Background: an optimization exercise with open tools, aiming at small area. Do not read the settings as production practice.
At most, simulation tests tie the RTL to the original design; equivalence was not proved.
Only the layout flow was run in run 1; the RTL was not checked for function there.
The flow treats the clock pin as an ideal source, which a real chip does not have.
Power and IR drop assume default switching activity.

==> flow/design.v <==
`default_nettype none
package pong_pkg;
    typedef struct packed {
        logic [9:0]        x;
        logic [9:0]        y;
        logic signed [7:0] vy;
        logic [1:0]        grav;    
        logic              fast;    
    } ball_state_t;
    typedef struct packed {
        ball_state_t ball;
        logic        win;
    } handoff_t;
    typedef enum logic [2:0] {
        idle,
        wait_link,
        win_flag,
        running_right,
        running_left,
        stop,
        send_ball
    } game_state_t;
    localparam logic [7:0] addr_in_y_hi   = 8'h00;    
    localparam logic [7:0] addr_in_y_lo   = 8'h04;
    localparam logic [7:0] addr_in_vy     = 8'h08;
    localparam logic [7:0] addr_in_grav   = 8'h0C;
    localparam logic [7:0] addr_in_speed  = 8'h10;
    localparam logic [7:0] addr_in_win    = 8'h14;
    localparam logic [7:0] addr_commit    = 8'h18;
    localparam logic [7:0] addr_ack       = 8'h1C;
    localparam logic [7:0] addr_out_y_hi  = 8'h20;
    localparam logic [7:0] addr_out_y_lo  = 8'h24;
    localparam logic [7:0] addr_out_vy    = 8'h28;
    localparam logic [7:0] addr_out_grav  = 8'h2C;
    localparam logic [7:0] addr_out_speed = 8'h30;
    localparam logic [7:0] addr_status    = 8'h34;
    localparam logic [9:0] serve_y     = 10'd220;
    localparam logic [9:0] return_x    = 10'd620;
    localparam logic [9:0] step_x      = 10'd10;
    localparam logic [9:0] edge_margin = 10'd20;
endpackage
`default_nettype wire
`timescale 1ns/1ps
`default_nettype none
module pong_add
#(
    parameter int W = 8
) (
    input  logic [W-1:0] a,
    input  logic [W-1:0] b,
    input  logic         ci,
    output logic [W-1:0] s,
    output logic         co
);
    logic [W:0] c;
    always_comb begin
        c[0] = ci;
        for (int i = 0; i < W; i++) begin
            s[i]   = a[i] ^ b[i] ^ c[i];
            c[i+1] = (a[i] & b[i]) | (c[i] & (a[i] ^ b[i]));
        end
        co = c[W];
    end
endmodule
`default_nettype wire
`timescale 1ns/1ps
`default_nettype none
import pong_pkg::*;
module game_controller
#(
    parameter int STEP_BASE = 270000
) (
    input  logic        clk_25MHZ,
    input  logic        reset,
    input  logic        upscale,
    input  logic        game_start,
    input  logic        collision,
    input  logic [9:0]  est_speed,
    input  logic [9:0]  in_y,
    input  logic [7:0]  in_vy,
    input  logic [1:0]  in_grav,
    input  logic        in_fast,
    input  logic        in_win,
    input  logic        slave_done,
    input  logic        master_done,
    output logic [5:0]  ball_k,        
    output logic [9:0]  ball_y,
    output logic [7:0]  ball_vy,
    output logic [1:0]  ball_grav,
    output logic        ball_fast,
    output logic        moving_left,
    output logic        moving_right,
    output logic        game_over,
    output logic        you_win,
    output logic        send_trigger,
    output logic        clear_done,
    output logic [7:0]  status_led
);
    localparam int aw = $clog2(STEP_BASE + 1024 + 1);
    localparam logic [aw-1:0] acc_base = aw'((1 << aw) - 1 - STEP_BASE);
    pong_pkg::game_state_t state, state_next;
    logic [aw-1:0] acc, acc_sum;
    logic          acc_carry;
    logic [9:0]    div, safe_speed;
    logic          move_due, at_edge, at_wall, load, serve, move, counting;
    logic          you_win_next;
    logic [5:0]    k_return, k_step;
    logic [9:0]    y_max, y_next;
    logic [7:0]    vy_next;
    logic signed [11:0] y_sum;
    logic          clamp_hi, clamp_lo, clamp, vy_inc;
    assign y_max      = upscale ? 10'd479 : 10'd239;
    assign k_return   = upscale ? 6'd62 : 6'd30;
    assign at_edge    = upscale ? (ball_k >= 6'd62) : (ball_k >= 6'd30);
    assign at_wall    = (ball_k == 6'd0);
    pong_add #(.W(6)) u_k_add (.a(ball_k), .b({{5{moving_left}}, 1'b1}), .ci(1'b0), .s(k_step), .co());
    assign safe_speed = {est_speed[9:1], est_speed[0] | (est_speed[9:1] == 9'd0)};
    pong_add #(.W(aw)) u_acc_add (.a(acc), .b(aw'(div)), .ci(1'b0), .s(acc_sum), .co(acc_carry));
    assign move_due = acc_carry;
    assign ball_fast = (div == 10'd1);
    assign moving_left  = (state == running_left);
    assign moving_right = (state == running_right);
    assign status_led   = 8'd1 << state;
    assign vy_inc   = (ball_grav == 2'd3);
    pong_add #(.W(12)) u_y_add (.a({2'b00, ball_y}), .b({{4{ball_vy[7]}}, ball_vy}), .ci(1'b0), .s(y_sum), .co());
    assign clamp_hi = (y_sum >= $signed({2'b00, y_max}));
    assign clamp_lo = (y_sum <= 12'sd0);
    assign clamp    = clamp_hi | clamp_lo;
    assign y_next   = clamp_hi ? y_max : clamp_lo ? 10'd0 : y_sum[9:0];
    pong_add #(.W(8)) u_vy_add (.a(ball_vy ^ {8{clamp}}), .b(8'd0), .ci(clamp ^ vy_inc), .s(vy_next), .co());
    always_comb begin
        state_next   = state;
        you_win_next = you_win;
        load     = 1'b0;
        serve    = 1'b0;
        move     = 1'b0;
        counting = 1'b0;
        case (state)
            idle: begin
                serve = 1'b1;
                if (slave_done && !you_win) begin
                    load       = 1'b1;
                    state_next = wait_link;
                end else if (game_start) begin
                    you_win_next = 1'b0;
                    state_next   = running_right;
                end
            end
            wait_link: state_next = you_win ? idle : running_left;
            win_flag: begin
                if (slave_done) begin
                    you_win_next = in_win;
                    load         = !in_win;
                    state_next   = wait_link;
                end
            end
            running_right: begin
                if (at_edge)
                    state_next = send_ball;
                else if (move_due)
                    move = 1'b1;
                else
                    counting = 1'b1;
            end
            running_left: begin
                if (collision)
                    state_next = running_right;
                else if (at_wall)
                    state_next = stop;
                else if (move_due)
                    move = 1'b1;
                else
                    counting = 1'b1;
            end
            stop: begin
                if (game_start) begin
                    serve      = 1'b1;
                    state_next = running_right;
                end
            end
            send_ball: begin
                if (master_done)
                    state_next = win_flag;
                else if (game_start)
                    state_next = idle;
            end
            default: state_next = idle;
        endcase
    end
    always_ff @(posedge clk_25MHZ or posedge reset) begin
        if (reset) begin
            state        <= idle;
            ball_k       <= '0;
            ball_y       <= serve_y;
            game_over    <= 1'b0;
            you_win      <= 1'b0;
            send_trigger <= 1'b0;
        end else begin
            state        <= state_next;
            game_over    <= (state == stop) && !game_start;
            you_win      <= you_win_next;
            send_trigger <= (state == running_right) && at_edge;
            if (load) begin
                ball_k    <= k_return;
                ball_y    <= in_y;
            end else if (serve) begin
                ball_k    <= '0;
                ball_y    <= serve_y;
            end else if (move) begin
                ball_k    <= k_step;
                ball_y    <= y_next;
            end
        end
    end
    always_ff @(posedge clk_25MHZ) begin
        if (load) begin
            ball_vy   <= in_vy;
            ball_grav <= in_grav;
        end else if (serve) begin
            ball_vy   <= 8'hFD;
            ball_grav <= 2'd0;
        end else if (move) begin
            ball_vy   <= vy_next;
            ball_grav <= ball_grav + 1'b1;
        end
        clear_done <= (state == wait_link);
        acc        <= counting ? acc_sum : acc_base;
        if (load)
            div <= in_fast ? 10'd1 : 10'd2;
        else if (serve)
            div <= 10'd1;
        else if (moving_left && collision)
            div <= safe_speed;
    end
endmodule
`default_nettype wire
`timescale 1ns/1ps
`default_nettype none
import pong_pkg::*;
module paddle_tracker
#(
    parameter int PADDLE_H      = 40,
    parameter int SAMPLE_CYCLES = 250000
) (
    input  logic        clk_25MHZ,
    input  logic        reset,
    input  logic [9:0]  paddle_y,
    input  logic [5:0]  ball_k,
    input  logic [9:0]  ball_y,
    input  logic        moving_left,
    output logic        collision,
    output logic [9:0]  est_speed
);
    logic [12:0]   sample_cnt;
    logic [9:0]    prev_y;
    logic [10:0]   rel, diff;
    logic [9:0]    delta_y;
    logic          hit;
    pong_add #(.W(11)) u_rel (.a({1'b0, ball_y}), .b(~{1'b0, paddle_y}), .ci(1'b1), .s(rel), .co());
    assign hit = moving_left && (ball_k[5:1] == 5'd0)
              && !rel[10] && (rel[9:0] <= 10'(PADDLE_H));
    pong_add #(.W(11)) u_diff (.a({1'b0, paddle_y}), .b(~{1'b0, prev_y}), .ci(1'b1), .s(diff), .co());
    pong_add #(.W(10)) u_abs (.a(diff[9:0] ^ {10{diff[10]}}), .b(10'd0), .ci(diff[10]), .s(delta_y), .co());
    always_ff @(posedge clk_25MHZ) begin
        collision <= hit;
    end
    function automatic logic [12:0] lfsr_after(input int n);
        logic [12:0] s;
        s = '0;
        for (int i = 0; i < n; i++)
            s = {s[11:0], ~(s[12] ^ s[11] ^ s[10] ^ s[7])};
        lfsr_after = s;
    endfunction
    localparam logic [12:0] lfsr_end = lfsr_after(SAMPLE_CYCLES - 1);
    always_ff @(posedge clk_25MHZ or posedge reset) begin
        if (reset)
            sample_cnt <= '0;
        else if (sample_cnt == lfsr_end)
            sample_cnt <= '0;
        else
            sample_cnt <= {sample_cnt[11:0], ~(sample_cnt[12] ^ sample_cnt[11] ^ sample_cnt[10] ^ sample_cnt[7])};
    end
    always_ff @(posedge clk_25MHZ) begin
        if (sample_cnt == lfsr_end) begin
            prev_y    <= paddle_y;
            est_speed <= delta_y;
        end
    end
endmodule
`default_nettype wire
`timescale 1ns/1ps
`default_nettype none
import pong_pkg::*;
module ball_link_regs
(
    input  logic        clk_25MHZ,
    input  logic        reset,
    input  logic [7:0]  awaddr,
    input  logic        awvalid,
    output logic        awready,
    input  logic [31:0] wdata,
    input  logic [3:0]  wstrb,
    input  logic        wvalid,
    output logic        wready,
    output logic [1:0]  bresp,
    output logic        bvalid,
    input  logic        bready,
    input  logic [7:0]  araddr,
    input  logic        arvalid,
    output logic        arready,
    output logic [31:0] rdata,
    output logic [1:0]  rresp,
    output logic        rvalid,
    input  logic        rready,
    input  logic [9:0]  ball_y,
    input  logic [7:0]  ball_vy,
    input  logic [1:0]  ball_grav,
    input  logic        ball_fast,
    input  logic        send_trigger,
    input  logic        clear_done,
    output logic [9:0]  in_y,
    output logic [7:0]  in_vy,
    output logic [1:0]  in_grav,
    output logic        in_fast,
    output logic        in_win,
    output logic        slave_done,
    output logic        master_done,
    output logic        send_pending
);
    logic [9:0]  out_y;
    logic [7:0]  out_vy;
    logic [1:0]  out_grav;
    logic        out_fast;
    logic        wr_fire, wr_byte;
    logic        commit_wr, ack_wr;
    logic [7:0]  rd_byte;
    logic [7:0]  rdata_q;
    assign wr_fire = awvalid && wvalid && !bvalid;
    assign awready = wr_fire;
    assign wready  = wr_fire;
    assign wr_byte = wr_fire && wstrb[0];    
    assign bresp   = 2'b00;
    assign arready = !rvalid;
    assign rresp   = 2'b00;
    assign commit_wr = wr_fire && (awaddr == addr_commit);
    assign ack_wr    = wr_fire && (awaddr == addr_ack);
    always_ff @(posedge clk_25MHZ or posedge reset) begin
        if (reset) begin
            bvalid <= 1'b0;
            rvalid <= 1'b0;
        end else begin
            if (bvalid && bready)
                bvalid <= 1'b0;
            else if (wr_fire)
                bvalid <= 1'b1;
            if (rvalid && rready)
                rvalid <= 1'b0;
            else if (arvalid)
                rvalid <= 1'b1;
        end
    end
    always_ff @(posedge clk_25MHZ) begin
        if (!rvalid)
            rdata_q <= rd_byte;
    end
    assign rdata = {24'd0, rdata_q};
    always_ff @(posedge clk_25MHZ) begin
        if (wr_byte) begin
            case (awaddr)
                addr_in_y_hi:  in_y[9:8] <= wdata[7:6];
                addr_in_y_lo:  in_y[7:0] <= wdata[7:0];
                addr_in_vy:    in_vy     <= wdata[7:0];
                addr_in_grav:  in_grav   <= wdata[1:0];
                addr_in_speed: in_fast   <= wdata[0];
                addr_in_win:   in_win    <= wdata[0];
                default: ;    
            endcase
        end
    end
    always_ff @(posedge clk_25MHZ) begin
        if (send_trigger) begin
            out_y    <= ball_y;
            out_vy   <= ball_vy;
            out_grav <= ball_grav;
            out_fast <= ball_fast;
        end
    end
    always_ff @(posedge clk_25MHZ) begin
        master_done <= ack_wr;    
    end
    always_ff @(posedge clk_25MHZ or posedge reset) begin
        if (reset) begin
            slave_done   <= 1'b0;
            send_pending <= 1'b0;
        end else begin
            if (commit_wr)
                slave_done <= 1'b1;
            else if (clear_done)
                slave_done <= 1'b0;
            if (send_trigger)
                send_pending <= 1'b1;
            else if (ack_wr)
                send_pending <= 1'b0;
        end
    end
    always_comb begin
        rd_byte = '0;
        case (araddr)
            addr_in_y_hi:   rd_byte[7:6] = in_y[9:8];
            addr_in_y_lo:   rd_byte      = in_y[7:0];
            addr_in_vy:     rd_byte      = in_vy;
            addr_in_grav:   rd_byte[1:0] = in_grav;
            addr_in_speed:  rd_byte[0]   = in_fast;
            addr_in_win:    rd_byte[0]   = in_win;
            addr_commit:    rd_byte[0]   = slave_done;
            addr_out_y_hi:  rd_byte[7:6] = out_y[9:8];
            addr_out_y_lo:  rd_byte      = out_y[7:0];
            addr_out_vy:    rd_byte      = out_vy;
            addr_out_grav:  rd_byte[1:0] = out_grav;
            addr_out_speed: rd_byte[0]   = out_fast;
            addr_status:    rd_byte[0]   = send_pending;
            default:        rd_byte      = '0;
        endcase
    end
endmodule
`default_nettype wire
`timescale 1ns/1ps
`default_nettype none
import pong_pkg::*;
module pong_node_top
#(
    parameter int STEP_BASE     = 6000,
    parameter int PADDLE_H      = 40,
    parameter int SAMPLE_CYCLES = 5000
) (
    input  logic        clk_25MHZ,
    input  logic        reset,
    input  logic        upscale,
    input  logic        game_start,
    input  logic [9:0]  paddle_y,
    input  logic [7:0]  awaddr,
    input  logic        awvalid,
    output logic        awready,
    input  logic [31:0] wdata,
    input  logic [3:0]  wstrb,
    input  logic        wvalid,
    output logic        wready,
    output logic [1:0]  bresp,
    output logic        bvalid,
    input  logic        bready,
    input  logic [7:0]  araddr,
    input  logic        arvalid,
    output logic        arready,
    output logic [31:0] rdata,
    output logic [1:0]  rresp,
    output logic        rvalid,
    input  logic        rready,
    output logic [9:0]  ball_x,
    output logic [9:0]  ball_y,
    output logic        moving_left,
    output logic        moving_right,
    output logic        game_over,
    output logic        you_win,
    output logic        send_pending,
    output logic [7:0]  status_led
);
    logic [5:0]  ball_k;
    logic [7:0]  ball_vy;
    logic [1:0]  ball_grav;
    logic        ball_fast;
    logic [9:0]  in_y;
    logic [7:0]  in_vy;
    logic [1:0]  in_grav;
    logic        in_fast, in_win;
    logic        collision;
    logic [9:0]  est_speed;
    logic        send_trigger, clear_done;
    logic        slave_done, master_done;
    logic [6:0] x_hi;
    pong_add #(.W(7)) u_x (.a({1'b0, ball_k}), .b({3'b000, ball_k[5:2]}), .ci(1'b0), .s(x_hi), .co());
    assign ball_x = {x_hi, ball_k[1:0], 1'b0};
    game_controller #(
        .STEP_BASE(STEP_BASE)
    ) u_ctrl (
        .clk_25MHZ, .reset, .upscale, .game_start, .collision, .est_speed,
        .in_y, .in_vy, .in_grav, .in_fast, .in_win,
        .slave_done, .master_done,
        .ball_k, .ball_y, .ball_vy, .ball_grav, .ball_fast,
        .moving_left, .moving_right,
        .game_over, .you_win, .send_trigger, .clear_done, .status_led
    );
    paddle_tracker #(
        .PADDLE_H(PADDLE_H),
        .SAMPLE_CYCLES(SAMPLE_CYCLES)
    ) u_tracker (
        .clk_25MHZ, .reset, .paddle_y, .ball_k, .ball_y, .moving_left, .collision, .est_speed
    );
    ball_link_regs u_link (
        .clk_25MHZ, .reset,
        .awaddr, .awvalid, .awready, .wdata, .wstrb, .wvalid, .wready,
        .bresp, .bvalid, .bready, .araddr, .arvalid, .arready,
        .rdata, .rresp, .rvalid, .rready,
        .ball_y, .ball_vy, .ball_grav, .ball_fast, .send_trigger, .clear_done,
        .in_y, .in_vy, .in_grav, .in_fast, .in_win,
        .slave_done, .master_done, .send_pending
    );
endmodule
`default_nettype wire
==> flow/run.sh <==
#!/bin/bash
# synth_recipe.tcl (not shown) runs the flow's synth.tcl, then flattens the netlist and writes it again
# the make line also repeats each setting of config.mk as NAME=value (left out here)
make -C /OpenROAD-flow-scripts/flow DESIGN_CONFIG=/design/flow/config.mk WORK_HOME=/design/flow/orfs CLKGATE_MAP_FILE= SYNTH_SCRIPT=/design/flow/synth_recipe.tcl finish
==> flow/config.mk <==
export PLATFORM = sky130hd
export DESIGN_NAME = pong_node_top
export DESIGN_NICKNAME = pong_node_top
export VERILOG_FILES = /design/flow/design.v
export SDC_FILE = /design/flow/constraint.sdc
export NUM_CORES = 4
export LEC_CHECK = 0
export CAP_MARGIN = 20
export CORE_MARGIN = 2
export CORE_UTILIZATION = 40
export CTS_BUF_LIST = sky130_fd_sc_hd__clkbuf_8
export CTS_CLUSTER_DIAMETER = 100
export CTS_CLUSTER_SIZE = 40
export SLEW_MARGIN = 20
==> flow/constraint.sdc <==
create_clock -name core_clock -period 100.0 [get_ports {clk_25MHZ}]
set_input_delay 20.0000 -clock core_clock [delete_from_list [all_inputs] [get_ports {clk_25MHZ}]]
set_output_delay 20.0000 -clock core_clock [all_outputs]
set_load 0.01 [all_outputs]
==> qor.yml, run 1 <==
outcome: "timing/DRC/antenna clean"
cap_violations: 0
synth_xor_area_frac: 0.0289
crit_path_max_incr_delay_ns: 0.54
drc_errors: 0
cts.htree.levels: 4
synth_fa_ha_area_frac: 0.157
ys_types: 69
hpwl_um: 13200
yosys.area.top_type: "edfxtp_1"
core_um2: 19400
setup_violations: 0
crit_slowest_cell: "clkdlybuf4s50_1"
dieArea_um2: 20800
grt_first_pass_wirelength_um: 27800
synth_edf_count: 91
cts_buffers: 17
slew_headroom: 0.359
crit_chain: "clkdlybuf4s50_1 -> nand3b_1 -> inv_1 -> clkdlybuf4s50_1"
min_period_over_period: 0.412
avgRoutedWirePerCell_um: 17.3
grt_max_degree: 40
gr-total-overflow: 0
drt-pass1-iter-count: 5
nNetsFinal: 872
seq_area_frac_synth: 0.512
critical_path_required_ns: 80.00
cts_resized: 0
cts_tree: "done"
skew_ns: 0.0147
place_congestion: 0.883
layout_min_cycle_time_ns: 41.20
clock-sinks: 146
fp.dieH_um: 144
async_flop_share: 0.267
ys_warn_count: 10
final-hold-violation-count: 0
ios: 145
antenna_found_initial: 0
grt_usage: 0.179
drtIter0Drc: 427
syn_avg_cell_area_um2: 12.2
first_global_vias: 5151
ys_top_cells_by_area: "edfxtp_1, fa_1, dfrtp_1"
drive_above_1_share: 0.0810
worstPathArrival_ns: 21.20
placed_cells: 974
ant_nets: 0
grt_setup_unrepaired: "false"
power.density_nw_per_um2: 26.4
tns_ns: 0
holdWs_ns: 0.372
synth_cells: 645
vias: 5128
die_w_um: 144
synth_top_family_by_area: "adder cells"
slew_violations: 0
synth_top_area_frac: 0.347
ys_ff_latch: 146
cpMostUsedCell: "clkdlybuf4s50_1"
crit_type: "input port to primary output"
clockBufferDepth: 2
cts_setup_buffers: 0
clk_latency_ns: 0.46
cts.reportedPaths.clkPinSlew_ns: 0.08
crit_fanout: 3
area_growth_pct: 17.8
fin_area_um2: 9280
synthFlopType: "edfxtp_1"
synth-compound-area-share: 0.0872
timing.fmax_mhz: 24.3
tightest_slew_ns: 0.962
ir_worst_vdd_mv: 0.0109
synthSimpleGateAreaFrac: 0.115
hold_path.class: "flop to flop"
via_per_inst: 5.10
root_buffer: "clkbuf_8"
placed_cell_area_um2: 8900
cts_hold_buf: 0
finalWirelength_um: 17400
crit_path_start_kind: "input port"
fin_cells: 1006
initial_core_util: 0.406
muxShareOfSynthArea: 0.0184
diodes: 0
portBuffers: 88
rows: 51
end_kind: "primary output"
leakagePower_uw: 0.00367
synth_area_um2: 7880
==> cell usage after synthesis, types with 7 or more instances <==
cell and instances:
a21oi_1 10, a22oi_1 15, and2_1 22, and3_1 7, buf_4 34, clkbuf_1 22
dfrtp_1 34, dfxtp_1 16, edfxtp_1 91, fa_1 43, ha_1 30, inv_1 75
nand2_1 25, nand2b_1 10, nand3_1 7, nor2_1 29, nor3_1 13, o21ai_0 23
xnor2_1 23
==> registers in the layout (all words and copies together) (netlist names), 10 cells and up <==
signal,flops
u_tracker.prev_y,10
u_tracker.sample_cnt,13
u_link.out_y,10
u_tracker.est_speed,10
u_link.in_y,10
u_ctrl.ball_y,10
u_ctrl.acc,13
u_ctrl.div,10
==> area by class of cell <==
type                    count  area (um^2)
clock inverters            15          144
fillers                  1790        10100
repair buffers             94          926
clock buffers              17          234
well taps                 265          332
multi-input cells         393         3310
inverters                  76          290
flip-flops and latches    146         4040
==> final timing paths <==
| path | depth (start not counted) | from | end | slack [ns] |
|---|---|---|---|---|
| worst max-delay path | 4 | wvalid | awready | 58.80 |
| worst min-delay path | 0 | u_tracker.sample_cnt[4]$_DFF_PP0_ | u_tracker.sample_cnt[5]$_DFF_PP0_ | 0.37 |
| worst max register to register | 27 | u_ctrl.ball_vy[0]$_DFFE_PP_ | u_ctrl.ball_vy[7]$_DFFE_PP_ | 91.97 |
| worst min register to register | 0 | u_tracker.sample_cnt[4]$_DFF_PP0_ | u_tracker.sample_cnt[5]$_DFF_PP0_ | 0.37 |
| max in group asynchronous | 3 | reset | u_ctrl.ball_y[3]$_DFFE_PP1P_ | 79.63 |
| min in group asynchronous | 3 | reset | u_tracker.sample_cnt[6]$_DFF_PP0_ | 19.98 |
==> placed cells by master (no fill, tap or decap), types with 13 or more instances in the layout <==
cell type,count
conb_1,29
xnor2_1,23
nor2_1,29
a22oi_1,15
ha_1,30
nor3_1,13
nand2_1,25
fa_1,43
dfxtp_1,16
and2_1,22
clkbuf_8,17
o21ai_0,23
clkdlybuf4s50_1,88
edfxtp_1,91
inv_1,76
dfrtp_1,34
==> routing by layer <==
layer  global-route usage  up-vias  routed length, um
met5                    0        -                  0
met4               0.0603        0                242
met3               0.0414       15                983
met2                0.285      174               8460
met1                0.244     2584               7740
li1                     -     2355                  -
==> metrics by stage <==
stage          power [uW]   util  setup slack [ns]
5_1_grt               264  0.478             58.73
6_report              244  0.478             58.80
2_1_floorplan         165      -             59.66
3_5_place_dp          201  0.459             58.79
4_1_cts               246  0.478             58.78
3_3_place_gp          196  0.459             58.81
==> critical path, delay by kind of cell <==
family | cells | cell delay, ns
buffers and inverters | 3 | 1.10
AND/OR/NAND/NOR | 1 | 0.11
==> cell families (layout without fill, tap and decap cells) <==
group | Yosys count | in the layout
multiplexers | 11 | 11
flip-flops | 146 | 146
adder cells (fa/ha/maj) | 73 | 73
XOR/XNOR | 26 | 26
other | 1 | 29
buffers and inverters | 134 | 202
AO/OA/AOI/OAI | 94 | 94
AND/OR/NAND/NOR | 160 | 160
==> power breakdown <==
group	switching (uW)	leakage (uW)	total, uW	internal (uW)
Combinational	58.2	0.00204	111	52.9
Clock	22.9	0.000190	44.8	21.9
Sequential	9.95	0.00144	88.6	78.6
==> inputs of run 2 (changes only) <==
--- a/flow/design.v
+++ b/flow/design.v
@@ -42,29 +42,6 @@
 `default_nettype wire
 `timescale 1ns/1ps
 `default_nettype none
-module pong_add
-#(
-    parameter int W = 8
-) (
-    input  logic [W-1:0] a,
-    input  logic [W-1:0] b,
-    input  logic         ci,
-    output logic [W-1:0] s,
-    output logic         co
-);
-    logic [W:0] c;
-    always_comb begin
-        c[0] = ci;
-        for (int i = 0; i < W; i++) begin
-            s[i]   = a[i] ^ b[i] ^ c[i];
-            c[i+1] = (a[i] & b[i]) | (c[i] & (a[i] ^ b[i]));
-        end
-        co = c[W];
-    end
-endmodule
-`default_nettype wire
-`timescale 1ns/1ps
-`default_nettype none
 import pong_pkg::*;
 module game_controller
 #(
@@ -104,7 +81,7 @@
     logic [9:0]    div, safe_speed;
     logic          move_due, at_edge, at_wall, load, serve, move, counting;
     logic          you_win_next;
-    logic [5:0]    k_return, k_step;
+    logic [5:0]    k_return;
     logic [9:0]    y_max, y_next;
     logic [7:0]    vy_next;
     logic signed [11:0] y_sum;
@@ -113,21 +90,20 @@
     assign k_return   = upscale ? 6'd62 : 6'd30;
     assign at_edge    = upscale ? (ball_k >= 6'd62) : (ball_k >= 6'd30);
     assign at_wall    = (ball_k == 6'd0);
-    pong_add #(.W(6)) u_k_add (.a(ball_k), .b({{5{moving_left}}, 1'b1}), .ci(1'b0), .s(k_step), .co());
     assign safe_speed = {est_speed[9:1], est_speed[0] | (est_speed[9:1] == 9'd0)};
-    pong_add #(.W(aw)) u_acc_add (.a(acc), .b(aw'(div)), .ci(1'b0), .s(acc_sum), .co(acc_carry));
+    assign {acc_carry, acc_sum} = {1'b0, acc} + {1'b0, aw'(div)};
     assign move_due = acc_carry;
     assign ball_fast = (div == 10'd1);
     assign moving_left  = (state == running_left);
     assign moving_right = (state == running_right);
     assign status_led   = 8'd1 << state;
     assign vy_inc   = (ball_grav == 2'd3);
-    pong_add #(.W(12)) u_y_add (.a({2'b00, ball_y}), .b({{4{ball_vy[7]}}, ball_vy}), .ci(1'b0), .s(y_sum), .co());
+    assign y_sum    = $signed({2'b00, ball_y}) + $signed({{4{ball_vy[7]}}, ball_vy});
     assign clamp_hi = (y_sum >= $signed({2'b00, y_max}));
     assign clamp_lo = (y_sum <= 12'sd0);
     assign clamp    = clamp_hi | clamp_lo;
     assign y_next   = clamp_hi ? y_max : clamp_lo ? 10'd0 : y_sum[9:0];
-    pong_add #(.W(8)) u_vy_add (.a(ball_vy ^ {8{clamp}}), .b(8'd0), .ci(clamp ^ vy_inc), .s(vy_next), .co());
+    assign vy_next  = (ball_vy ^ {8{clamp}}) + {7'd0, clamp ^ vy_inc};
     always_comb begin
         state_next   = state;
         you_win_next = you_win;
@@ -207,7 +183,7 @@
                 ball_k    <= '0;
                 ball_y    <= serve_y;
             end else if (move) begin
-                ball_k    <= k_step;
+                ball_k    <= moving_left ? ball_k - 1'b1 : ball_k + 1'b1;
                 ball_y    <= y_next;
             end
         end
@@ -256,11 +232,11 @@
     logic [10:0]   rel, diff;
     logic [9:0]    delta_y;
     logic          hit;
-    pong_add #(.W(11)) u_rel (.a({1'b0, ball_y}), .b(~{1'b0, paddle_y}), .ci(1'b1), .s(rel), .co());
+    assign rel = {1'b0, ball_y} - {1'b0, paddle_y};
     assign hit = moving_left && (ball_k[5:1] == 5'd0)
               && !rel[10] && (rel[9:0] <= 10'(PADDLE_H));
-    pong_add #(.W(11)) u_diff (.a({1'b0, paddle_y}), .b(~{1'b0, prev_y}), .ci(1'b1), .s(diff), .co());
-    pong_add #(.W(10)) u_abs (.a(diff[9:0] ^ {10{diff[10]}}), .b(10'd0), .ci(diff[10]), .s(delta_y), .co());
+    assign diff    = {1'b0, paddle_y} - {1'b0, prev_y};
+    assign delta_y = (diff[9:0] ^ {10{diff[10]}}) + {9'd0, diff[10]};
     always_ff @(posedge clk_25MHZ) begin
         collision <= hit;
     end
@@ -476,9 +452,7 @@
     logic [9:0]  est_speed;
     logic        send_trigger, clear_done;
     logic        slave_done, master_done;
-    logic [6:0] x_hi;
-    pong_add #(.W(7)) u_x (.a({1'b0, ball_k}), .b({3'b000, ball_k[5:2]}), .ci(1'b0), .s(x_hi), .co());
-    assign ball_x = {x_hi, ball_k[1:0], 1'b0};
+    assign ball_x = {({1'b0, ball_k} + {3'b000, ball_k[5:2]}), ball_k[1:0], 1'b0};
     game_controller #(
         .STEP_BASE(STEP_BASE)
     ) u_ctrl (
--- a/flow/config.mk
+++ b/flow/config.mk
@@ -8,7 +8,4 @@
 export CAP_MARGIN = 20
 export CORE_MARGIN = 2
 export CORE_UTILIZATION = 40
-export CTS_BUF_LIST = sky130_fd_sc_hd__clkbuf_8
-export CTS_CLUSTER_DIAMETER = 100
-export CTS_CLUSTER_SIZE = 40
 export SLEW_MARGIN = 20
==> run 2 against run 1 <==
Die area rose by 12%; flip-flop and latch count unchanged; sequential power is 2% lower; total power increased by 13%; critical path depth stayed put; wire length grew 18%; via count up 27%; design area increased by 12%; area after synthesis rose by 12%; non-clock buffer count shrank 3; clock power up 43%; sequential share of layout area shrank 4.8 points; critical path type unchanged; critical endpoint unchanged; largest cell class is now multi-input gates.
==> qor.yml, run 2 <==
outcome: "timing/DRC/antenna clean"
ios: 145  # unchanged
clk_latency_ns: 0.43  # -0.03 ns
drtIter0Drc: 302  # -29%
post-route-util: 0.479  # +0.00122
grt_max_degree: 40  # unchanged
dieArea_um2: 23300  # +12%
via_per_inst: 5.28  # +3.6%
comb_power_share: 0.452  # -0.003
timing.fmax_mhz: 24.3  # about the same
cts_buffers: 17  # unchanged
placed_cell_area_um2: 9850  # +11%
synth_cells: 859  # +33%
die_w_um: 153  # +5.7%
yosys.area.top_type: "edfxtp_1"
synthFlopType: "edfxtp_1"
diodes: 0  # unchanged
seq_area_frac_synth: 0.457  # -0.0553
setup_violations: 0  # unchanged
slew_headroom: 0.218  # -0.141
grt_setup_unrepaired: "false"
clock-sinks: 146  # unchanged
cap_violations: 0  # unchanged
p_seq_frac: 0.316  # -0.046
tns_ns: 0  # unchanged
critical_path_required_ns: 80.00  # about the same
hold_path.class: "flop to flop"
ant_nets: 0  # unchanged
grt_first_pass_wirelength_um: 33300  # +20%
nNetsFinal: 1077  # +24%
layout_common_cells: "edfxtp_1, clkdlybuf4s50_1, nand2_1"
ys_types: 86  # +25%
fin_area_um2: 10400  # +12%
cts_tree: "done"
crit_path_start_kind: "input port"
min_period_over_period: 0.412  # about the same
slew_violations: 0  # unchanged
hpwl_um: 15500  # +18%
synth_edf_count: 91  # unchanged
avgRoutedWirePerCell_um: 16.6  # -4.1%
gr-total-overflow: 0  # unchanged
drive_above_1_share: 0.0742  # -0.00678
skew_ns: 0.0119  # -0.00278 ns
reg_top3: "u_ctrl.acc (13), u_tracker.sample_cnt (13)"
place_congestion: 0.857  # -2.9%
ys_warn_count: 3  # -7
regArea_um2: 4040  # unchanged
drc_errors: 0  # unchanged
layout_min_cycle_time_ns: 41.18  # -0.0253 ns
syn_avg_cell_area_um2: 10.3  # -16%
power.net_switching_uw: 105  # +16%
initial_core_util: 0.406  # about the same
synth.top_cells.by_count: "edfxtp_1, nand2_1, a21oi_1"
layout_commonest_cell: "edfxtp_1"
leakagePower_uw: 0.00407  # +11%
finalWirelength_um: 20500  # +18%
portBuffers: 88  # unchanged
ys_ff_latch: 146  # unchanged
ys_top_cells_by_area: "edfxtp_1, dfrtp_1, ha_1"
p_clk_frac: 0.232  # +0.049
final-hold-violation-count: 0  # unchanged
cts.htree.levels: 4  # unchanged
fp.dieH_um: 153  # +5.7%
power.density_nw_per_um2: 26.4  # +0.17%
antenna_found_initial: 0  # unchanged
vias: 6530  # +27%
tightest_slew_ns: 1.16  # +0.200 ns
nFillCells: 2030  # +13%
end_kind: "primary output"
multi_input_area_um2: 4360  # +31%
core_um2: 21800  # +12%
cts_hold_buf: 0  # unchanged
async_flop_share: 0.267  # unchanged
synth_area_um2: 8830  # +12%
drt-pass1-iter-count: 4  # -1
cts.reportedPaths.clkPinSlew_ns: 0.07  # about the same
internal_power_uw: 170  # +11%
ir_worst_vdd_mv: 0.0116  # +6.5%
root_buffer: "clkbuf_16"
cts_resized: 0  # unchanged
cts_setup_buffers: 0  # unchanged
crit_type: "input port to primary output"
grt_usage: 0.180  # +0.000798
worstPathArrival_ns: 21.18  # -0.02 ns
synth_top_area_frac: 0.310  # -0.0374
yosysMostFrequentCell: "edfxtp_1"
area_growth_pct: 18.1
crit_fanout: 3  # unchanged
clockBufferDepth: 2  # unchanged
first_global_vias: 6200  # +20%
switching_share: 0.383  # +0.0103
rows: 54  # +5.9%
==> run 2: worst max-delay path, stage by stage <==
cell and delay, ns:
clkdlybuf4s50_1 0.45, nand3_1 0.10, inv_1 0.09, clkdlybuf4s50_1 0.53
==> run 2: kinds of logic after synthesis <==
family | after synthesis | synth area share
simple gates | 261 | 0.152
xor+xnor | 53 | 0.0568
mux | 9 | 0.0123
other cells | 1 | 0.000425
fa+ha+maj | 63 | 0.0941
flops | 146 | 0.457
compound gates | 219 | 0.165
buf+inv | 107 | 0.0615
==> run 2: layout make-up <==
type	count	share of cell area
clock buffer	18	0.0412
timing repair buffer	91	0.0866
multi-input combinational	634	0.418
clock inverter	14	0.0146
inverter	54	0.0194
sequential	146	0.387
tap	280	0.0336
==> run 2: worst paths after layout <==
check,start,endpoint,slack [ns],cells past startpoint
min in group asynchronous,reset,u_tracker.sample_cnt[3]$_DFF_PP0_,20.09,2
worst max-delay path,awvalid,awready,58.82,4
worst min-delay path,u_tracker.sample_cnt[4]$_DFF_PP0_,u_tracker.sample_cnt[5]$_DFF_PP0_,0.37,0
max in group asynchronous,reset,u_ctrl.ball_k[0]$_DFFE_PP0P_,79.33,2
worst min register to register,u_tracker.sample_cnt[4]$_DFF_PP0_,u_tracker.sample_cnt[5]$_DFF_PP0_,0.37,0
worst max register to register,u_ctrl.ball_y[0]$_DFFE_PP0P_,u_ctrl.ball_vy[6]$_DFFE_PP_,94.95,19
==> run 2: layer usage <==
| layer | routed length, um | track usage | vias up |
|---|---|---|---|
| li1 | - | - | 3230 |
| met1 | 10100 | 0.263 | 3104 |
| met2 | 9060 | 0.269 | 186 |
| met3 | 1220 | 0.0447 | 10 |
| met4 | 173 | 0.0445 | 0 |
| met5 | 0 | 0 | - |
==> run 2: power groups by stage <==
stage          clock network (uW)  registers (uW)  logic [uW]
2_1_floorplan                   0            83.4        96.9
3_3_place_gp                    0            88.3         123
3_5_place_dp                    0            88.4         124
4_1_cts                      65.1            87.2         125
5_1_grt                      67.5            88.8         139
6_report                     63.9            87.1         124
==> run 2: per-stage QoR <==
stage	instances	total power [uW]	hold WS (ns)	setup WS (ns)
floorplan	887	180	0.394	59.67
global placement	1205	211	0.351	58.80
detailed placement	1205	212	0.357	58.80
CTS	1237	277	0.372	58.80
global route	1237	295	0.381	58.77
finish	1237	275	0.374	58.82
==> inputs of run 3 (changes only) <==
--- a/flow/design.v
+++ b/flow/design.v
@@ -42,6 +42,29 @@
 `default_nettype wire
 `timescale 1ns/1ps
 `default_nettype none
+module pong_add
+#(
+    parameter int W = 8
+) (
+    input  logic [W-1:0] a,
+    input  logic [W-1:0] b,
+    input  logic         ci,
+    output logic [W-1:0] s,
+    output logic         co
+);
+    logic [W:0] c;
+    always_comb begin
+        c[0] = ci;
+        for (int i = 0; i < W; i++) begin
+            s[i]   = a[i] ^ b[i] ^ c[i];
+            c[i+1] = (a[i] & b[i]) | (c[i] & (a[i] ^ b[i]));
+        end
+        co = c[W];
+    end
+endmodule
+`default_nettype wire
+`timescale 1ns/1ps
+`default_nettype none
 import pong_pkg::*;
 module game_controller
 #(
@@ -52,7 +75,8 @@
     input  logic        upscale,
     input  logic        game_start,
     input  logic        collision,
-    input  logic [9:0]  est_speed,
+    input  logic [9:0]  est_u,         
+    input  logic        est_c,
     input  logic [9:0]  in_y,
     input  logic [7:0]  in_vy,
     input  logic [1:0]  in_grav,
@@ -78,10 +102,11 @@
     pong_pkg::game_state_t state, state_next;
     logic [aw-1:0] acc, acc_sum;
     logic          acc_carry;
-    logic [9:0]    div, safe_speed;
+    logic [9:0]    div_u;
+    logic          div_c;
     logic          move_due, at_edge, at_wall, load, serve, move, counting;
     logic          you_win_next;
-    logic [5:0]    k_return;
+    logic [5:0]    k_return, k_step;
     logic [9:0]    y_max, y_next;
     logic [7:0]    vy_next;
     logic signed [11:0] y_sum;
@@ -90,20 +115,20 @@
     assign k_return   = upscale ? 6'd62 : 6'd30;
     assign at_edge    = upscale ? (ball_k >= 6'd62) : (ball_k >= 6'd30);
     assign at_wall    = (ball_k == 6'd0);
-    assign safe_speed = {est_speed[9:1], est_speed[0] | (est_speed[9:1] == 9'd0)};
-    assign {acc_carry, acc_sum} = {1'b0, acc} + {1'b0, aw'(div)};
+    pong_add #(.W(6)) u_k_add (.a(ball_k), .b({{5{moving_left}}, 1'b1}), .ci(1'b0), .s(k_step), .co());
+    pong_add #(.W(aw)) u_acc_add (.a(acc), .b(aw'(div_u)), .ci(div_c), .s(acc_sum), .co(acc_carry));
     assign move_due = acc_carry;
-    assign ball_fast = (div == 10'd1);
+    assign ball_fast = (div_u[9:1] == 9'd0) && (div_u[0] != div_c);
     assign moving_left  = (state == running_left);
     assign moving_right = (state == running_right);
     assign status_led   = 8'd1 << state;
     assign vy_inc   = (ball_grav == 2'd3);
-    assign y_sum    = $signed({2'b00, ball_y}) + $signed({{4{ball_vy[7]}}, ball_vy});
+    pong_add #(.W(12)) u_y_add (.a({2'b00, ball_y}), .b({{4{ball_vy[7]}}, ball_vy}), .ci(1'b0), .s(y_sum), .co());
     assign clamp_hi = (y_sum >= $signed({2'b00, y_max}));
     assign clamp_lo = (y_sum <= 12'sd0);
     assign clamp    = clamp_hi | clamp_lo;
     assign y_next   = clamp_hi ? y_max : clamp_lo ? 10'd0 : y_sum[9:0];
-    assign vy_next  = (ball_vy ^ {8{clamp}}) + {7'd0, clamp ^ vy_inc};
+    pong_add #(.W(8)) u_vy_add (.a(ball_vy ^ {8{clamp}}), .b(8'd0), .ci(clamp ^ vy_inc), .s(vy_next), .co());
     always_comb begin
         state_next   = state;
         you_win_next = you_win;
@@ -183,7 +208,7 @@
                 ball_k    <= '0;
                 ball_y    <= serve_y;
             end else if (move) begin
-                ball_k    <= moving_left ? ball_k - 1'b1 : ball_k + 1'b1;
+                ball_k    <= k_step;
                 ball_y    <= y_next;
             end
         end
@@ -201,12 +226,16 @@
         end
         clear_done <= (state == wait_link);
         acc        <= counting ? acc_sum : acc_base;
-        if (load)
-            div <= in_fast ? 10'd1 : 10'd2;
-        else if (serve)
-            div <= 10'd1;
-        else if (moving_left && collision)
-            div <= safe_speed;
+        if (load) begin
+            div_u <= {9'd0, !in_fast};
+            div_c <= 1'b1;
+        end else if (serve) begin
+            div_u <= 10'd0;
+            div_c <= 1'b1;
+        end else if (moving_left && collision) begin
+            div_u <= est_u;
+            div_c <= est_c;
+        end
     end
 endmodule
 `default_nettype wire
@@ -225,18 +254,21 @@
     input  logic [9:0]  ball_y,
     input  logic        moving_left,
     output logic        collision,
-    output logic [9:0]  est_speed
+    output logic [9:0]  est_u,         
+    output logic        est_c
 );
     logic [12:0]   sample_cnt;
     logic [9:0]    prev_y;
     logic [10:0]   rel, diff;
-    logic [9:0]    delta_y;
+    logic [9:0]    delta_u;
+    logic          delta_c;
     logic          hit;
-    assign rel = {1'b0, ball_y} - {1'b0, paddle_y};
+    pong_add #(.W(11)) u_rel (.a({1'b0, ball_y}), .b({1'b1, ~paddle_y}), .ci(1'b1), .s(rel), .co());
     assign hit = moving_left && (ball_k[5:1] == 5'd0)
               && !rel[10] && (rel[9:0] <= 10'(PADDLE_H));
-    assign diff    = {1'b0, paddle_y} - {1'b0, prev_y};
-    assign delta_y = (diff[9:0] ^ {10{diff[10]}}) + {9'd0, diff[10]};
+    pong_add #(.W(11)) u_diff (.a({1'b0, prev_y}), .b({1'b1, ~paddle_y}), .ci(1'b0), .s(diff), .co());
+    assign delta_u = diff[9:0] ^ {10{diff[10]}};
+    assign delta_c = !diff[10] || (delta_u == 10'd0);
     always_ff @(posedge clk_25MHZ) begin
         collision <= hit;
     end
@@ -259,7 +291,8 @@
     always_ff @(posedge clk_25MHZ) begin
         if (sample_cnt == lfsr_end) begin
             prev_y    <= paddle_y;
-            est_speed <= delta_y;
+            est_u     <= delta_u;
+            est_c     <= delta_c;
         end
     end
 endmodule
@@ -449,14 +482,17 @@
     logic [1:0]  in_grav;
     logic        in_fast, in_win;
     logic        collision;
-    logic [9:0]  est_speed;
+    logic [9:0]  est_u;
+    logic        est_c;
     logic        send_trigger, clear_done;
     logic        slave_done, master_done;
-    assign ball_x = {({1'b0, ball_k} + {3'b000, ball_k[5:2]}), ball_k[1:0], 1'b0};
+    logic [6:0] x_hi;
+    pong_add #(.W(7)) u_x (.a({1'b0, ball_k}), .b({3'b000, ball_k[5:2]}), .ci(1'b0), .s(x_hi), .co());
+    assign ball_x = {x_hi, ball_k[1:0], 1'b0};
     game_controller #(
         .STEP_BASE(STEP_BASE)
     ) u_ctrl (
-        .clk_25MHZ, .reset, .upscale, .game_start, .collision, .est_speed,
+        .clk_25MHZ, .reset, .upscale, .game_start, .collision, .est_u, .est_c,
         .in_y, .in_vy, .in_grav, .in_fast, .in_win,
         .slave_done, .master_done,
         .ball_k, .ball_y, .ball_vy, .ball_grav, .ball_fast,
@@ -467,7 +503,7 @@
         .PADDLE_H(PADDLE_H),
         .SAMPLE_CYCLES(SAMPLE_CYCLES)
     ) u_tracker (
-        .clk_25MHZ, .reset, .paddle_y, .ball_k, .ball_y, .moving_left, .collision, .est_speed
+        .clk_25MHZ, .reset, .paddle_y, .ball_k, .ball_y, .moving_left, .collision, .est_u, .est_c
     );
     ball_link_regs u_link (
         .clk_25MHZ, .reset,
==> flow/flow/run.sh (new file) <==
#!/bin/bash
# The standard layout (standard.sh), with two changes to how it is made:
#  - the port buffers that global placement puts on every input and output
#    are the smallest buffer cell rather than the tool's default pick;
#  - clock tree synthesis uses clkbuf_8 and adds no dummy clock loads.
set -euo pipefail
export BUFFER_PORTS_ARGS="-buffer_cell sky130_fd_sc_hd__buf_1"
export SKIP_REPAIR_TIE_FANOUT=1
export CTS_ARGS="-sink_clustering_enable -repair_clock_nets -buf_list sky130_fd_sc_hd__clkbuf_8 -dont_use_dummy_load"
bash standard.sh finish > standard.log 2>&1
==> flow/standard.sh (new file) <==
#!/bin/bash
# synth_recipe.tcl (not shown) runs the flow's synth.tcl, then flattens the netlist and writes it again
# the make line also repeats each setting of config.mk as NAME=value (left out here)
make -C /OpenROAD-flow-scripts/flow DESIGN_CONFIG=/design/flow/config.mk WORK_HOME=/design/flow/orfs CLKGATE_MAP_FILE= SYNTH_SCRIPT=/design/flow/synth_recipe.tcl "${@:-finish}"
removed: flow/run.sh
==> run 3 against run 2 <==
Clock skew grew 0.0089 ns; critical path depth did not move; cell count fell by 21%; hold slack better by 0.0076 ns; global-route usage fell by 1.0 points; synthesized cell count is 23% lower; sequential share of layout area increased by 9.3 points; via count fell by 23%; wire length fell by 18%; core utilization decreased by 3.8 points; clock-buffer cell count decreased by 1; largest cell class is now sequential cells; register-to-register slack got worse by 2.9 ns.
==> qor.yml, run 3 <==
avgRoutedWirePerCell_um: 17.2  # +3.5%
power.net_switching_uw: 98.6  # -6.4%
reg_top3: "u_ctrl.acc (13), u_tracker.sample_cnt (13)"
comb_power_share: 0.484  # +0.032
hpwl_um: 12600  # -19%
drc_errors: 0  # unchanged
grt_setup_unrepaired: "false"
drt-pass1-iter-count: 5  # +1
grt_max_degree: 40  # unchanged
layout_min_cycle_time_ns: 40.47  # -0.710 ns
area_growth_pct: 7.37
worstPathArrival_ns: 20.47  # -0.71 ns
internal_power_uw: 142  # -16%
critical_path_required_ns: 80.00  # about the same
clk_latency_ns: 0.45  # +0.02 ns
slew_headroom: 0.341  # +0.123
end_kind: "primary output"
seq_area_frac_synth: 0.515  # +0.0577
yosys.area.top_type: "edfxtp_1"
cts_hold_buf: 0  # unchanged
async_flop_share: 0.264  # -0.00361
drtIter0Drc: 341  # +13%
ir_worst_vdd_mv: 0.0186  # +60%
drive_above_1_share: 0.0544  # -0.0198
crit_chain: "buf_1 -> nand3_1 -> inv_1 -> buf_1"
nFillCells: 1827  # -10%
ant_nets: 0  # unchanged
hold_path.class: "flop to flop"
tns_ns: 0  # unchanged
synth_area_um2: 7760  # -12%
synth.top_cells.by_count: "edfxtp_1, inv_1, nand2_1"
leakagePower_uw: 0.00317  # -22%
cts.reportedPaths.clkPinSlew_ns: 0.07  # about the same
min_period_over_period: 0.405  # -0.00710
crit_path_max_incr_delay_ns: 0.18  # -0.35 ns
cp_top_family: "buffers and inverters"
p_seq_frac: 0.374  # +0.058
grt_first_pass_wirelength_um: 26500  # -20%
layout_commonest_cell: "buf_1"
ys_ff_latch: 148  # +1.4%
synth_edf_count: 83  # -8.8%
p_clk_frac: 0.142  # -0.090
fp.dieH_um: 143  # -6.1%
synthFlopType: "edfxtp_1"
clockBufferDepth: 2  # unchanged
power.density_nw_per_um2: 28.9  # +9.4%
cts_setup_buffers: 0  # unchanged
yosysMostFrequentCell: "edfxtp_1"
ys_warn_count: 9  # +6
gr-total-overflow: 0  # unchanged
cts_resized: 0  # unchanged
crit_path_start_kind: "input port"
syn_avg_cell_area_um2: 11.7  # +14%
crit_type: "input port to primary output"
cts_tree: "done"
layout_common_cells: "buf_1, edfxtp_1, inv_1"
synth_cells: 665  # -23%
ios: 145  # unchanged
initial_core_util: 0.411  # +0.00500
setup_violations: 0  # unchanged
clock-sinks: 148  # +1.4%
timing.fmax_mhz: 24.7  # +1.8%
crit_fanout: 4  # +1
antenna_found_initial: 0  # unchanged
cts_buffers: 17  # unchanged
slew_violations: 0  # unchanged
diodes: 0  # unchanged
core_um2: 18900  # -13%
nNetsFinal: 855  # -21%
grt_usage: 0.170  # -0.0100
vias: 5006  # -23%
cap_violations: 0  # unchanged
post-route-util: 0.441  # -0.0383
cpMostUsedCell: "buf_1"
outcome: "timing/DRC/antenna clean"
tightest_slew_ns: 0.985  # -0.177 ns
first_global_vias: 5116  # -17%
cp_num_buf_inv: 3  # unchanged
ys_types: 69  # -20%
root_buffer: "clkbuf_8"
portBuffers: 88  # unchanged
dieArea_um2: 20500  # -12%
skew_ns: 0.0208  # +0.00891 ns
synth_top_area_frac: 0.321  # +0.0116
finalWirelength_um: 16800  # -18%
final-hold-violation-count: 0  # unchanged
place_congestion: 0.888  # +3.6%
ys_top_cells_by_area: "edfxtp_1, fa_1, dfrtp_1"
via_per_inst: 5.12  # -2.9%
rows: 50  # -7.4%
cts.htree.levels: 4  # unchanged
crit_slowest_cell: "buf_1"
die_w_um: 143  # -6.1%
switching_share: 0.410  # +0.0273
==> run 3: cell count changes after synthesis, moves of 8 or more <==
cell,previous run,this run
nor2_1,57,31
nor3_1,20,12
and2_1,22,10
edfxtp_1,91,83
nand2_1,70,52
xnor2_1,32,19
ha_1,56,21
o21ai_0,42,18
fa_1,6,44
a21oi_1,64,24
a21o_1,17,1
inv_1,53,67
xor2_1,19,8
dfxtp_1,16,26
==> run 3: per-layer routing <==
metal | wire, um | vias up | GRT usage
li1 | - | 2354 | -
met1 | 7540 | 2455 | 0.228
met2 | 7950 | 169 | 0.274
met3 | 979 | 28 | 0.0447
met4 | 331 | 0 | 0.0480
met5 | 0 | - | 0
==> run 3: path summary, 6_finish.rpt <==
check	slack, ns	depth (start not counted)	from	endpoint
setup / recovery	59.53	4	awvalid	wready
hold / removal	0.38	0	u_tracker.sample_cnt[6]$_DFF_PP0_	u_tracker.sample_cnt[7]$_DFF_PP0_
setup reg to reg	92.02	27	u_ctrl.ball_y[0]$_DFFE_PP0P_	u_ctrl.ball_vy[7]$_DFFE_PP_
hold reg to reg	0.38	0	u_tracker.sample_cnt[6]$_DFF_PP0_	u_tracker.sample_cnt[7]$_DFF_PP0_
max in group asynchronous	79.93	3	reset	u_ctrl.ball_y[1]$_DFFE_PP0P_
min in group asynchronous	19.67	3	reset	u_ctrl.ball_y[9]$_DFFE_PP0P_
==> run 3: layout make-up <==
class / count / area (um^2) / area share
inverters: 68 / 255 / 0.0306
repair buffers: 95 / 383 / 0.0459
well taps: 260 / 325 / 0.0390
flip-flops and latches: 148 / 4000 / 0.479
multi-input cells: 389 / 3140 / 0.377
clock buffers: 17 / 234 / 0.0281
==> run 3: worst register-to-register path, delay by kind of cell (launching register included) <==
kind | cells | cell delay [ns]
adders and majority gates | 17 | 5.29
and+or+nand+nor | 3 | 1.01
xor gates and xnor gates | 3 | 0.48
DFF | 1 | 0.52
buffers and inverters | 3 | 0.35
AOI/OAI and AO/OA | 1 | 0.08
==> run 3: kinds of logic after synthesis <==
family | share of synthesized area
AOI/OAI and AO/OA | 0.0937
DFF | 0.515
xor gates and xnor gates | 0.0305
adders and majority gates | 0.147
buffers and inverters | 0.0817
and+or+nand+nor | 0.125
other | 0.000483
muxes | 0.00661
==> run 3: metrics by stage <==
| step | hold WS (ns) | instances | cell area, um^2 | worst slack [ns] | total power (uW) |
|---|---|---|---|---|---|
| after floorplan | 0.429 | 665 | 7760 | 59.65 | 173 |
| after global placement | 0.358 | 960 | 8100 | 59.54 | 201 |
| after detailed placement | 0.373 | 960 | 8100 | 59.52 | 206 |
| after CTS | 0.377 | 977 | 8330 | 59.51 | 241 |
| after global routing | 0.388 | 977 | 8330 | 59.46 | 260 |
| final | 0.381 | 977 | 8330 | 59.53 | 241 |
==> run 3: power groups by stage <==
stage	clock network (uW)	registers, uW	logic [uW]
after floorplan	0	87.1	85.5
after global placement	0	90.9	110
after detailed placement	0	91.2	115
after CTS	35.3	90.0	116
after global routing	37.4	91.6	131
final	34.2	89.9	117
==> inputs of run 4 (changes only) <==
--- a/flow/flow/run.sh
+++ b/flow/flow/run.sh
@@ -5,6 +5,5 @@
 #  - clock tree synthesis uses clkbuf_8 and adds no dummy clock loads.
 set -euo pipefail
 export BUFFER_PORTS_ARGS="-buffer_cell sky130_fd_sc_hd__buf_1"
-export SKIP_REPAIR_TIE_FANOUT=1
 export CTS_ARGS="-sink_clustering_enable -repair_clock_nets -buf_list sky130_fd_sc_hd__clkbuf_8 -dont_use_dummy_load"
 bash standard.sh finish > standard.log 2>&1
==> run 4 against run 3 <==
Global-route usage grew 0.23 points; die area is the same; clock power shrank 1%; wire length shrank 0.71%; cell count grew 2.8%; first-iteration DRC count grew 1.8%; sequential share of layout area shrank 0.56 points; sequential power is essentially flat; synthesized cell count is the same; design area grew 1.2%; largest cell class unchanged; largest power group unchanged.
==> qor.yml, run 4 <==
outcome: "timing/DRC/antenna clean"
drt-pass1-iter-count: 5  # unchanged
skew_ns: 0.0225  # +0.00173 ns
synth_top_family_by_area: "adder cells"
drtIter0Drc: 347  # +1.8%
cts.reportedPaths.clkPinSlew_ns: 0.07  # about the same
worstPathArrival_ns: 20.46  # about the same
core_um2: 18900  # unchanged
portBuffers: 88  # unchanged
root_buffer: "clkbuf_8"
placed_cells: 987  # +2.8%
crit_path_start_kind: "input port"
dieArea_um2: 20500  # unchanged
cts_hold_buf: 0  # unchanged
synth_cells: 665  # unchanged
finalPower_uw: 237  # -1.4%
cap_violations: 0  # unchanged
ys_warn_count: 9  # unchanged
syn_avg_cell_area_um2: 11.7  # unchanged
ir_worst_vdd_mv: 0.0162  # -13%
cts_buffers: 17  # unchanged
ant_nets: 0  # unchanged
fp.dieH_um: 143  # unchanged
synth.top_cells.by_count: "edfxtp_1, inv_1, nand2_1"
ios: 145  # unchanged
synth-compound-area-share: 0.0937  # unchanged
setup_violations: 0  # unchanged
synth_fa_ha_area_frac: 0.147  # unchanged
grt_setup_unrepaired: "false"
grt_usage: 0.172  # +0.00233
place_congestion: 0.885  # -0.34%
regArea_um2: 4000  # unchanged
power.density_nw_per_um2: 28.1  # -2.6%
rows: 50  # unchanged
crit_slowest_cell: "buf_1"
initial_core_util: 0.411  # unchanged
cts_resized: 0  # unchanged
crit_type: "input port to primary output"
grt_util_met3: 0.0363  # -0.00833
clockBufferDepth: 2  # unchanged
leakagePower_uw: 0.00326  # +2.7%
async_flop_share: 0.264  # unchanged
multi_input_area_um2: 3250  # +3.3%
nNetsFinal: 882  # +3.2%
hold_path.class: "flop to flop"
gr-total-overflow: 0  # unchanged
min_period_over_period: 0.405  # about the same
synth_top_area_frac: 0.321  # unchanged
layout_common_cells: "buf_1, edfxtp_1, inv_1"
drc_errors: 0  # unchanged
cpMostUsedCell: "buf_1"
top_usage_layer: "met2"
end_kind: "primary output"
drive_above_1_share: 0.0511  # -0.00332
area_growth_pct: 8.62
vias: 5058  # +1.0%
die_w_um: 143  # unchanged
crit_chain: "buf_1 -> nand3_1 -> inv_1 -> buf_1"
muxShareOfSynthArea: 0.00661  # unchanged
avgRoutedWirePerCell_um: 16.6  # -3.4%
hpwl_um: 12700  # +0.66%
grt_max_degree: 40  # unchanged
first_global_vias: 5266  # +2.9%
yosysMostFrequentCell: "edfxtp_1"
grt_first_pass_wirelength_um: 26800  # +1.1%
ys_top_cells_by_area: "edfxtp_1, fa_1, dfrtp_1"
clock-sinks: 148  # unchanged
seq_area_frac_synth: 0.515  # unchanged
holdWs_ns: 0.378  # -0.00310 ns
crit_fanout: 4  # unchanged
clk_latency_ns: 0.45  # about the same
cts_tree: "done"
fin_cells: 1004  # +2.8%
crit_path_max_incr_delay_ns: 0.16  # -0.02 ns
grt_util_met2: 0.283  # +0.00881
ys_ff_latch: 148  # unchanged
synthSimpleGateAreaFrac: 0.125  # unchanged
finalWirelength_um: 16700  # -0.71%
final-hold-violation-count: 0  # unchanged
yosys.area.top_type: "edfxtp_1"
synth_edf_count: 83  # unchanged
layout_min_cycle_time_ns: 40.46  # -0.00600 ns
cts.htree.levels: 4  # unchanged
reg_top3: "u_ctrl.acc (13), u_tracker.sample_cnt (13)"
ys_types: 69  # unchanged
slew_violations: 0  # unchanged
critical_path_required_ns: 80.00  # about the same
tightest_slew_ns: 0.964  # -0.0216 ns
synthFlopType: "edfxtp_1"
tns_ns: 0  # unchanged
via_per_inst: 5.04  # -1.7%
cts_setup_buffers: 0  # unchanged
antenna_found_initial: 0  # unchanged
timing.fmax_mhz: 24.7  # about the same
layout_commonest_cell: "buf_1"
nFillCells: 1814  # -0.71%
diodes: 0  # unchanged
slew_headroom: 0.356  # +0.0144
grt_util_met1: 0.223  # -0.00516
synth_area_um2: 7760  # unchanged
synth_xor_area_frac: 0.0305  # unchanged
-- run 4: final cells by class --
| cell class | count | share of cell area |
|---|---|---|
| flip-flops and latches | 148 | 0.474 |
| clock buffers | 17 | 0.0278 |
| well taps | 260 | 0.0386 |
| inverters | 68 | 0.0303 |
| repair buffers | 94 | 0.0445 |
| multi-input cells | 417 | 0.385 |
-- run 4: worst max-delay path: cells and delay by family --
| kind | cells | cell delay (ns) |
|---|---|---|
| buffers and inverters | 3 | 0.34 |
| and+or+nand+nor | 1 | 0.12 |
-- run 4: per-layer routing --
metal / wire length, um / vias up
li1: - / 2380
met1: 7220 / 2494
met2: 8150 / 157
met3: 882 / 27
met4: 426 / 0
met5: 0 / -
-- run 4: per-stage QoR --
| step | instance area (um^2) | setup WS (ns) | utilization |
|---|---|---|---|
| after global placement | 8200 | 59.57 | 0.434 |
| after detailed placement | 8200 | 59.55 | 0.434 |
| final | 8430 | 59.54 | 0.446 |
| after global routing | 8430 | 59.48 | 0.446 |
| after CTS | 8430 | 59.55 | 0.446 |
| after floorplan | 7870 | 59.65 | - |
-- run 4: path summary, 6_finish.rpt --
kind / from / endpoint / slack, ns / cells after the start
setup / recovery: wvalid / awready / 59.54 / 4
hold / removal: u_tracker.sample_cnt[9]$_DFF_PP0_ / u_tracker.sample_cnt[10]$_DFF_PP0_ / 0.38 / 0
setup reg to reg: u_ctrl.ball_y[0]$_DFFE_PP0P_ / u_ctrl.ball_vy[7]$_DFFE_PP_ / 91.98 / 27
hold reg to reg: u_tracker.sample_cnt[9]$_DFF_PP0_ / u_tracker.sample_cnt[10]$_DFF_PP0_ / 0.38 / 0
max in group asynchronous: reset / u_ctrl.ball_y[6]$_DFFE_PP1P_ / 79.94 / 3
min in group asynchronous: reset / u_link.rvalid$_DFFE_PP0P_ / 19.65 / 3
-- run 4: kinds of logic after synthesis --
| group | after synthesis |
|---|---|
| simple gates | 185 |
| other cells | 1 |
| compound gates | 106 |
| buf+inv | 128 |
| mux | 5 |
| fa+ha+maj | 65 |
| xor+xnor | 27 |
| flops | 148 |
-- run 4: power breakdown --
part	total [uW]	internal (uW)	switching [uW]	leakage, uW
clock	33.7	15.0	18.7	0.000122
sequential	90.2	78.6	11.6	0.00143
combinational	113	47.6	65.7	0.00170
total	237	141	96.0	0.00326
==> inputs of run 5 (changes only) <==
==> flow/flow/run.sh (replaced) <==
#!/bin/bash
# The standard layout (standard.sh), with these changes to how it is made:
#  - the port buffers that global placement puts on every input and output
#    are the smallest buffer cell rather than the tool's default pick;
#  - the constant outputs share the one tie cell synthesis made, instead of
#    one tie cell each;
#  - clock tree synthesis builds its tree of clkbuf_4 without dummy clock
#    loads, and post_cts.tcl then upsizes to clkbuf_8 every clock buffer
#    whose flip-flop clock pins would see a slow edge.
set -euo pipefail
here=$(pwd)
export BUFFER_PORTS_ARGS="-buffer_cell sky130_fd_sc_hd__buf_1"
export SKIP_REPAIR_TIE_FANOUT=1
export CTS_ARGS="-sink_clustering_enable -repair_clock_nets -buf_list sky130_fd_sc_hd__clkbuf_4 -dont_use_dummy_load"
export POST_CTS_TCL="$here/flow/post_cts.tcl"
bash standard.sh finish > standard.log 2>&1
==> flow/flow/post_cts.tcl (new file) <==
# Upsize each clock tree buffer whose flip-flop clock pins would see a slow
# clock edge, so a small buffer is kept only where it is fast enough.
estimate_parasitics -placement
set upsized 0
foreach inst [get_cells -filter "ref_name == sky130_fd_sc_hd__clkbuf_4"] {
  set out [get_pins -of_objects $inst -filter "direction == output"]
  set net [get_nets -of_objects $out]
  set worst 0.0
  foreach pin [get_pins -of_objects $net -filter "direction == input"] {
    set s [get_property $pin slew_max]
    if { $s > $worst } { set worst $s }
  }
  if { $worst > 0.100 } {
    replace_cell $inst sky130_fd_sc_hd__clkbuf_8
    incr upsized
  }
}
puts "post_cts: upsized $upsized clock buffers"
estimate_parasitics -placement
detailed_placement
check_placement -verbose
--- a/flow/config.mk
+++ b/flow/config.mk
@@ -5,7 +5,7 @@
 export SDC_FILE = /design/flow/constraint.sdc
 export NUM_CORES = 4
 export LEC_CHECK = 0
-export CAP_MARGIN = 20
+export CAP_MARGIN = 0
 export CORE_MARGIN = 2
 export CORE_UTILIZATION = 40
-export SLEW_MARGIN = 20
+export SLEW_MARGIN = 0
==> run 5 against run 4 <==
Still clean on timing, DRC and antenna; clock skew is 0.0026 ns higher; sequential share of layout area is 0.81 points higher; synthesized cell count stayed put; area after synthesis stayed put; total power is 0.20% lower; non-clock buffer count is 1 higher; clock-buffer cell count stayed put; critical path type unchanged.
==> qor.yml, run 5 <==
outcome: "timing/DRC/antenna clean"
finalWirelength_um: 16700  # +0.37%
ys_warn_count: 9  # unchanged
min_period_over_period: 0.405  # about the same
ir_worst_vdd_mv: 0.0180  # +11%
grt_first_pass_wirelength_um: 26400  # -1.6%
drive_above_1_share: 0.0544  # +0.00332
worstReg2RegStart: "u_ctrl.ball_y[0]$_DFFE_PP0P_"
drt-pass1-iter-count: 5  # unchanged
cts.reportedPaths.clkPinSlew_ns: 0.09  # +0.02 ns
core_um2: 18900  # unchanged
leakagePower_uw: 0.00315  # -3.2%
slew_headroom: 0.340  # -0.0155
tns_ns: 0  # unchanged
cp_num_buf_inv: 3  # unchanged
grt_max_degree: 40  # unchanged
layout_common_cells: "buf_1, edfxtp_1, inv_1"
crit_path_max_incr_delay_ns: 0.18  # +0.02 ns
layout_min_cycle_time_ns: 40.47  # +0.00570 ns
fp.dieH_um: 143  # unchanged
syn_avg_cell_area_um2: 11.7  # unchanged
drc_errors: 0  # unchanged
hold_path.class: "flop to flop"
end_kind: "primary output"
regToRegEndpoint: "u_ctrl.ball_vy[7]$_DFFE_PP_"
ys_types: 69  # unchanged
power.density_nw_per_um2: 28.6  # +1.5%
nNetsFinal: 855  # -3.1%
yosys.area.top_type: "edfxtp_1"
endpoint: "wready"
crit_fanout: 4  # unchanged
seq_area_frac_synth: 0.515  # unchanged
dieArea_um2: 20500  # unchanged
synth_area_um2: 7760  # unchanged
cap_violations: 0  # unchanged
initial_core_util: 0.411  # unchanged
place_congestion: 0.888  # +0.34%
reg_top3: "u_ctrl.acc (13), u_tracker.sample_cnt (13)"
grt_setup_unrepaired: "false"
synthFlopType: "edfxtp_1"
crit_chain: "buf_1 -> nand3_1 -> inv_1 -> buf_1"
slew_violations: 0  # unchanged
skew_ns: 0.0251  # +0.00263 ns
async_flop_share: 0.264  # unchanged
avgRoutedWirePerCell_um: 17.1  # +3.1%
critical_path_required_ns: 80.00  # about the same
synth_top_area_frac: 0.321  # unchanged
finalPower_uw: 237  # -0.20%
cpMostUsedCell: "buf_1"
clk_latency_ns: 0.43  # -0.02 ns
crit_path_start_kind: "input port"
crit_type: "input port to primary output"
drtIter0Drc: 312  # -10%
setup_violations: 0  # unchanged
die_w_um: 143  # unchanged
antenna_found_initial: 0  # unchanged
area_growth_pct: 6.80
worstPathArrival_ns: 20.47  # about the same
clock-sinks: 148  # unchanged
ant_nets: 0  # unchanged
gr-total-overflow: 0  # unchanged
layout_commonest_cell: "buf_1"
cp_top_family: "buffers and inverters"
crit_path_start: "awvalid"
portBuffers: 88  # unchanged
ys_top_cells_by_area: "edfxtp_1, fa_1, dfrtp_1"
via_per_inst: 5.14  # +2.1%
hpwl_um: 12600  # -0.65%
vias: 5025  # -0.65%
cts_tree: "done"
ios: 145  # unchanged
diodes: 0  # unchanged
rrSetupSlack_ns: 92.04  # +0.06 ns
ff2ff_path_depth: 27  # unchanged
synth_edf_count: 83  # unchanged
first_global_vias: 5074  # -3.6%
yosysMostFrequentCell: "edfxtp_1"
rows: 50  # unchanged
synth_cells: 665  # unchanged
ys_ff_latch: 148  # unchanged
cp.depth: 4  # unchanged
timing.fmax_mhz: 24.7  # about the same
final-hold-violation-count: 0  # unchanged
grt_usage: 0.169  # -0.00298
synth.top_cells.by_count: "edfxtp_1, inv_1, nand2_1"
tightest_slew_ns: 0.987  # +0.0232 ns
crit_slowest_cell: "buf_1"
[run 5: layout make-up]
class,instances,area [um^2]
timing repair buffer,95,383
multi-input combinational,389,3140
clock buffer,17,190
tap,260,325
sequential,148,4000
inverter,68,255
fill,1835,10600
[run 5: logic make-up (layout without fill, tap and decap cells)]
| kind of cell | after synthesis | count (layout) | share of synthesized area |
|---|---|---|---|
| DFF | 148 | 148 | 0.515 |
| xor gates and xnor gates | 27 | 27 | 0.0305 |
| other | 1 | 1 | 0.000483 |
| and+or+nand+nor | 185 | 185 | 0.125 |
| muxes | 5 | 5 | 0.00661 |
| AOI/OAI and AO/OA | 106 | 106 | 0.0937 |
| buffers and inverters | 128 | 180 | 0.0817 |
| adders and majority gates | 65 | 65 | 0.147 |
[run 5: how the worst min path moves through the flow]
stage,startpoint,end,slack [ns],cells past startpoint
after floorplan,u_tracker.sample_cnt[2]$_DFF_PP0_,u_tracker.sample_cnt[3]$_DFF_PP0_,0.43,1
after global placement,u_tracker.sample_cnt[9]$_DFF_PP0_,u_tracker.sample_cnt[10]$_DFF_PP0_,0.36,0
after detailed placement,u_tracker.sample_cnt[6]$_DFF_PP0_,u_tracker.sample_cnt[7]$_DFF_PP0_,0.37,0
after global routing,u_tracker.sample_cnt[9]$_DFF_PP0_,u_tracker.sample_cnt[10]$_DFF_PP0_,0.39,0
final,u_tracker.sample_cnt[4]$_DFF_PP0_,u_tracker.sample_cnt[5]$_DFF_PP0_,0.40,0
[run 5: power by group]
| group | switching [uW] | leakage (uW) | internal [uW] |
|---|---|---|---|
| registers | 11.3 | 0.00143 | 78.5 |
| logic | 67.8 | 0.00162 | 48.4 |
| clock network | 18.6 | 0.000104 | 12.1 |
| total | 97.7 | 0.00315 | 139 |
[run 5: layer usage]
layer  share of wire  global-route usage
met4           0.019              0.0470
met1            0.45               0.228
met2            0.47               0.274
met3           0.059              0.0430
met5               0                   0
[run 5: metrics by stage]
step	hold slack [ns]	utilization	cells	instance area [um^2]	worst slack (ns)
finish	0.395	0.439	977	8290	59.53
global route	0.387	0.439	977	8290	59.46
detailed placement	0.373	0.429	960	8100	59.52
global placement	0.358	0.429	960	8100	59.54
floorplan	0.429	-	665	7760	59.65

Re-timed with assumed drivers on the ports (clkbuf_16 on the clock, buf_2 on other inputs), run 5 has 59.508 ns of setup slack against 59.531 ns with ideal ports, and 59.508 ns once port delays also move by the mid clock arrival of 0.457 ns.
